Context: an optimization exercise on an open-source flow, tuned for small area, a short achievable clock period and few clock cycles per item. The choices shown serve that exercise and are no tape-out recipe. At most, simulation tests tie the RTL to the original design; equivalence was not proved. Power is estimated from default activity; no workload was simulated.

==> module conv_loader, before the edit <==
module conv_loader (
    input  logic        clk,
    input  logic        reset,
    input  logic [7:0]  in_data,
    input  logic [15:0] w_en,
    input  logic        w_clr,
    input  logic        take_b,
    input  logic        take_p,
    input  logic        pass2,
    output logic [71:0] pix,
    output logic [71:0] wgt,
    output logic [7:0]  bias
);
    logic [7:0] sr [0:27];
    logic [7:0] w  [0:15];
    always_ff @(posedge clk) begin
        if (take_p) begin
            sr[0] <= in_data;
            for (int i = 1; i < 28; i++)
                sr[i] <= sr[i-1];
        end
        if (take_b)
            bias <= in_data;
        for (int t = 0; t < 16; t++) begin
            if (w_en[t])
                w[t] <= in_data;
            else if (w_clr)
                w[t] <= '0;
        end
    end
    always_ff @(posedge clk) begin
        for (int m = 0; m < 9; m++) begin
            if (!pass2) begin
                if (m == 0)
                    pix[7:0] <= in_data;
                else
                    pix[8*m +: 8] <= sr[(m / 3) * 8 + (m % 3) - 1];
                wgt[8*m +: 8] <= w[(m / 3) * 4 + (m % 3)];
            end else if (m < 7) begin
                pix[8*m +: 8] <= sr[(m < 3) ? m * 8 + 3 : 24 + m - 3];
                wgt[8*m +: 8] <= w[(m < 3) ? m * 4 + 3 : 12 + m - 3];
            end else begin
                pix[8*m +: 8] <= '0;
                wgt[8*m +: 8] <= w[(m / 3) * 4 + (m % 3)];
            end
        end
    end
endmodule
==> module conv_top, before the edit <==
module conv_top (
    input  logic        clk,
    input  logic        reset,
    input  logic [7:0]  in_data,
    input  logic [3:0]  in_user,
    input  logic        in_valid,
    output logic        in_ready,
    output logic [20:0] out_data,
    output logic        out_valid,
    input  logic        out_ready
);
    localparam int DEPTH = 5;
    logic [15:0] w_en;
    logic        w_clr, take_b, take_p, win, win4;
    logic [71:0] pix, wgt;
    logic [7:0]  bias;
    logic        d0, p0, q0, d1, p1, q1, d2, p2, q2;
    logic [20:0] extra, sum;
    conv_sequencer #(.DEPTH(DEPTH)) u_conv_sequencer (
        .clk      (clk),
        .reset    (reset),
        .in_valid (in_valid),
        .in_user  (in_user),
        .pop      (out_valid && out_ready),
        .in_ready (in_ready),
        .w_en     (w_en),
        .w_clr    (w_clr),
        .take_b   (take_b),
        .take_p   (take_p),
        .win      (win),
        .win4     (win4)
    );
    conv_loader u_conv_loader (
        .clk     (clk),
        .reset   (reset),
        .in_data (in_data),
        .w_en    (w_en),
        .w_clr   (w_clr),
        .take_b  (take_b),
        .take_p  (take_p),
        .pass2   (p0),
        .pix     (pix),
        .wgt     (wgt),
        .bias    (bias)
    );
    always_ff @(posedge clk) begin
        if (reset) begin
            d0 <= 1'b0;
            p0 <= 1'b0;
            q0 <= 1'b0;
            d1 <= 1'b0;
            p1 <= 1'b0;
            q1 <= 1'b0;
            d2 <= 1'b0;
            p2 <= 1'b0;
            q2 <= 1'b0;
        end else begin
            d0 <= win && !win4;
            p0 <= win4;
            q0 <= p0;
            d1 <= d0;
            p1 <= p0;
            q1 <= q0;
            d2 <= d1;
            p2 <= p1;
            q2 <= q1;
        end
    end
    conv_mac u_conv_mac (
        .clk   (clk),
        .pix   (pix),
        .wgt   (wgt),
        .bias  (bias),
        .pass2 (q0),
        .extra (extra),
        .sum   (sum)
    );
    always_ff @(posedge clk)
        extra <= sum & {21{p2}};
    result_fifo #(.DEPTH(DEPTH)) u_result_fifo (
        .clk      (clk),
        .reset    (reset),
        .wr_data  (sum),
        .wr_valid (d2 || q2),
        .rd_data  (out_data),
        .rd_valid (out_valid),
        .rd_ready (out_ready)
    );
endmodule
==> flow/config.mk <==
export PLATFORM = sky130hd
export DESIGN_NAME = conv_top
export DESIGN_NICKNAME = conv_top
export VERILOG_FILES = /design/flow/design.v
export SDC_FILE = /design/flow/constraint.sdc
export NUM_CORES = 4
export LEC_CHECK = 0
export ABC_CLOCK_PERIOD_IN_PS = 3000
export CAP_MARGIN = 20
export CORE_MARGIN = 2
export CORE_UTILIZATION = 40
export SLEW_MARGIN = 20
==> flow/constraint.sdc <==
create_clock -name core_clock -period 9.0 [get_ports {clk}]
set_input_delay 1.8000 -clock core_clock [delete_from_list [all_inputs] [get_ports {clk}]]
set_output_delay 1.8000 -clock core_clock [all_outputs]
set_load 0.01 [all_outputs]
standard.sh (not shown) runs the stock make flow with config.mk's settings and CLKGATE_MAP_FILE= SYNTH_SCRIPT=/design/flow/synth_recipe.tcl, a recipe that flattens the netlist after the stock synthesis.
==> flow/flow/run.sh <==
#!/bin/bash
# The standard layout, with timing repair aimed at a 3 ns path instead of 4 ns
# (the clock period and constraints stay the design's).
set -euo pipefail
export SETUP_SLACK_MARGIN=6
bash standard.sh > standard.log 2>&1
Edit:
--- a/flow/design.v
+++ b/flow/design.v
@@ -5,16 +5,26 @@
     input  logic [15:0] w_en,
     input  logic        w_clr,
     input  logic        take_b,
     input  logic        take_p,
     input  logic        pass2,
+    input  logic        swap,
     output logic [71:0] pix,
     output logic [71:0] wgt,
     output logic [7:0]  bias
 );
     logic [7:0] sr [0:27];
     logic [7:0] w  [0:15];
+    function automatic int pair(input int t);
+        pair = (t == 0) ? 3 : (t == 3) ? 0 :
+               (t == 1) ? 7 : (t == 7) ? 1 :
+               (t == 2) ? 11 : (t == 11) ? 2 :
+               (t == 4) ? 12 : (t == 12) ? 4 :
+               (t == 5) ? 13 : (t == 13) ? 5 :
+               (t == 6) ? 14 : (t == 14) ? 6 :
+               (t == 8) ? 15 : (t == 15) ? 8 : t;
+    endfunction
     always_ff @(posedge clk) begin
         if (take_p) begin
             sr[0] <= in_data;
             for (int i = 1; i < 28; i++)
                 sr[i] <= sr[i-1];
@@ -24,29 +34,31 @@
         for (int t = 0; t < 16; t++) begin
             if (w_en[t])
                 w[t] <= in_data;
             else if (w_clr)
                 w[t] <= '0;
+            else if (swap && pair(t) != t)
+                w[t] <= w[pair(t)];
         end
     end
     always_ff @(posedge clk) begin
         for (int m = 0; m < 9; m++) begin
             if (!pass2) begin
                 if (m == 0)
                     pix[7:0] <= in_data;
                 else
                     pix[8*m +: 8] <= sr[(m / 3) * 8 + (m % 3) - 1];
-                wgt[8*m +: 8] <= w[(m / 3) * 4 + (m % 3)];
             end else if (m < 7) begin
                 pix[8*m +: 8] <= sr[(m < 3) ? m * 8 + 3 : 24 + m - 3];
-                wgt[8*m +: 8] <= w[(m < 3) ? m * 4 + 3 : 12 + m - 3];
             end else begin
                 pix[8*m +: 8] <= '0;
-                wgt[8*m +: 8] <= w[(m / 3) * 4 + (m % 3)];
             end
         end
     end
+    always_comb
+        for (int m = 0; m < 9; m++)
+            wgt[8*m +: 8] = w[(m / 3) * 4 + (m % 3)];
 endmodule
 module conv_sequencer #(
     parameter int DEPTH = 5
 ) (
     input  logic        clk,
@@ -4085,10 +4097,11 @@
         .w_en    (w_en),
         .w_clr   (w_clr),
         .take_b  (take_b),
         .take_p  (take_p),
         .pass2   (p0),
+        .swap    (p0 || q0),
         .pix     (pix),
         .wgt     (wgt),
         .bias    (bias)
     );
     always_ff @(posedge clk) begin
Outcome: Routed wire length came out higher by 5.9%. Setup slack is worse by 0.045 ns. Final cell count came out higher by 4.2%. Area after synthesis came out lower by 1.8%. Count of clock-buffer cells in the layout came out lower by 20. Design area came out higher by 1.1%.
No run of this note included a check of the RTL's function; only the layout flow was run.

* * *

Setup of the reference run:
Another version of the RTL of conv_top (not shown whole).
Size in the first run: roughly 3200 cells after synthesis, roughly 780 flip-flops, about 39 I/O pins, about 43000 µm² of cells after synthesis.
## conv_top
module conv_top (
    input  logic        clk,
    input  logic        reset,
    input  logic [7:0]  in_data,
    input  logic [3:0]  in_user,
    input  logic        in_valid,
    output logic        in_ready,
    output logic [20:0] out_data,
    output logic        out_valid,
    input  logic        out_ready
);
==> module result_fifo, before the edit <==
module result_fifo #(
    parameter int DEPTH = 5
) (
    input  logic        clk,
    input  logic        reset,
    input  logic [20:0] wr_data,
    input  logic        wr_valid,
    output logic [20:0] rd_data,
    output logic        rd_valid,
    input  logic        rd_ready
);
    localparam int TD = DEPTH - 1;
    localparam int PW = $clog2(TD);
    logic [20:0]     mem [0:TD-1];
    logic [20:0]     tail;
    logic [PW-1:0]   wr_ptr, rd_ptr;
    logic [PW:0]     cnt;
    logic            pop, head_free, from_tail, to_tail;
    always_comb begin
        pop       = rd_valid && rd_ready;
        head_free = !rd_valid || pop;
        from_tail = head_free && (cnt != '0);
        to_tail   = wr_valid && !(head_free && cnt == '0);
    end
    always_ff @(posedge clk) begin
        if (reset) begin
            rd_valid <= 1'b0;
            wr_ptr   <= '0;
            rd_ptr   <= '0;
            cnt      <= '0;
        end else begin
            if (head_free)
                rd_valid <= (cnt != '0) || wr_valid;
            if (to_tail)
                wr_ptr <= (wr_ptr == PW'(TD - 1)) ? '0 : wr_ptr + 1'b1;
            if (from_tail)
                rd_ptr <= (rd_ptr == PW'(TD - 1)) ? '0 : rd_ptr + 1'b1;
            cnt <= cnt + (PW+1)'(to_tail) - (PW+1)'(from_tail);
        end
    end
    always_comb begin
        tail = mem[0];
        for (int e = 1; e < TD; e++)
            if (rd_ptr == PW'(e))
                tail = mem[e];
    end
    always_ff @(posedge clk) begin
        for (int e = 0; e < TD; e++)
            if (to_tail && wr_ptr == PW'(e))
                mem[e] <= wr_data;
        if (head_free)
            rd_data <= (cnt != '0) ? tail : wr_data;
    end
endmodule
clock: 9.0 ns
lec_check: 0
abc_clock_period_in_ps: 3000
cap_margin: 20
core_margin: 2
core_utilization: 40
slew_margin: 20
==> flow/flow/run.sh <==
#!/bin/bash
# The standard layout with two changes: Yosys's synth runs without its
# quick ABC pass (-noabc), so the full adders it extracts keep their polarity
# and need fewer inverters (ORFS's own ABC mapping still runs afterwards), and
# timing repair aims at a 3 ns path instead of 4 ns. The clock period and
# constraints stay the design's.
set -euo pipefail
W=$(pwd)
sed 's/yosys synth -nofsm -noshare /yosys synth -nofsm -noshare -noabc /' synth_recipe.tcl > "$W/noabc_synth.tcl"
sed "s#SYNTH_SCRIPT=[^ ]*#SYNTH_SCRIPT=$W/noabc_synth.tcl#" standard.sh > "$W/noabc_standard.sh"
grep -q "SYNTH_SCRIPT=$W/noabc_synth.tcl" "$W/noabc_standard.sh"
export SETUP_SLACK_MARGIN=6
bash "$W/noabc_standard.sh" > standard.log 2>&1
The final layout from the reference run, which completed every stage, passed the timing, design-rule and antenna checks at the end of the flow.
Testbench counts of the reference run, summed over its fixed seeds: cycles 10,425, frames 128.
Edits applied to the flow inputs when going from the reference run to the trial run:
--- a/flow/design.v
+++ b/flow/design.v
@@ -4022,6 +4022,5 @@
     localparam int TD = DEPTH - 1;
     localparam int PW = $clog2(TD);
-    logic [20:0]     mem [0:TD-1];
-    logic [20:0]     tail;
+    logic [21*TD-1:0] mem;
     logic [PW-1:0]   wr_ptr, rd_ptr;
     logic [PW:0]     cnt;
@@ -4049,16 +4048,9 @@
         end
     end
-    always_comb begin
-        tail = mem[0];
-        for (int e = 1; e < TD; e++)
-            if (rd_ptr == PW'(e))
-                tail = mem[e];
-    end
     always_ff @(posedge clk) begin
-        for (int e = 0; e < TD; e++)
-            if (to_tail && wr_ptr == PW'(e))
-                mem[e] <= wr_data;
+        if (to_tail)
+            mem[21*wr_ptr +: 21] <= wr_data;
         if (head_free)
-            rd_data <= (cnt != '0) ? tail : wr_data;
+            rd_data <= (cnt != '0) ? mem[21*rd_ptr +: 21] : wr_data;
     end
 endmodule
[summary]
- The global placement routability congestion in the trial run sits 0.0053 above the value recorded for the reference run.
- The run with more routed wire is the trial run, not the reference run.
- In terms of xor-xnor portion of the synthesized cell area, the reference run and the trial run differ only marginally.
- Mean post-synth cell area, the trial run vs the reference run: down by a few percent
- On clock network power, the higher figure sits with the trial run, not the reference run.
- The reference run and the trial run ended up with nearly the same data required time of the critical path.
- In the tables for the reference run and the trial run, number of unique standard cell types used by synthesis reads higher with the reference run.
- The met3 routed wirelength in the trial run sits 760 µm above the value recorded for the reference run.
- For the number of placed instances with taps included, the trial run came in 3.0% higher than the reference run did.
- The trial run does worse than the reference run on total power consumption of the routed design.
- The trial run | stages: all done | timing, DRC, antenna: all pass
- Diff the reference run..the trial run | area occupied by registers | negligible
- | synthesized cell count | higher: the trial run |
- The trial run has switching component of the power above what the reference run had.
- Synthesis-to-layout area growth for the trial run is higher than for the reference run.
Only the layout flow was run in the trial run; the RTL was not checked for function there.

-- static timing again, ports no longer ideal --
In the flow no input, the clock included, has a driving cell. The finished layouts below were timed again as built, in two steps. Step 1 sets driving cells, clkbuf_16 on the clock port and buf_2 on the other inputs (assumed; they add their load-dependent delay and slew). Step 2 moves the port delays by t, midway between the first and last clock arrival at a register: inputs arrive t later, outputs are due t later. That takes back most of the time a late clock gives input paths. a / b / c = no drivers / after step 1 / after step 2; a / b = the first two.
run | t (ns) | setup WS [ns] | worst hold slack (ns) | slew at the worst register clock pin (ns)
the first run of note 1 | 0.724 | 5.877 / 5.877 / 5.340 | 0.328 / 0.328 / 0.328 | 0.07 / 0.07
the second run of note 1 | 0.698 | 5.832 / 5.832 / 5.392 | 0.330 / 0.330 / 0.330 | 0.07 / 0.07
the reference run | 0.707 | 5.889 / 5.889 / 5.365 | 0.322 / 0.322 / 0.322 | 0.07 / 0.07
the trial run | 0.717 | 5.873 / 5.873 / 5.385 | 0.325 / 0.325 / 0.325 | 0.07 / 0.07
After both steps every run listed still meets setup and hold. The setup slack of the first run of note 1, which loses most, moves by 0.000 ns with the drivers and by -0.537 ns with both steps.
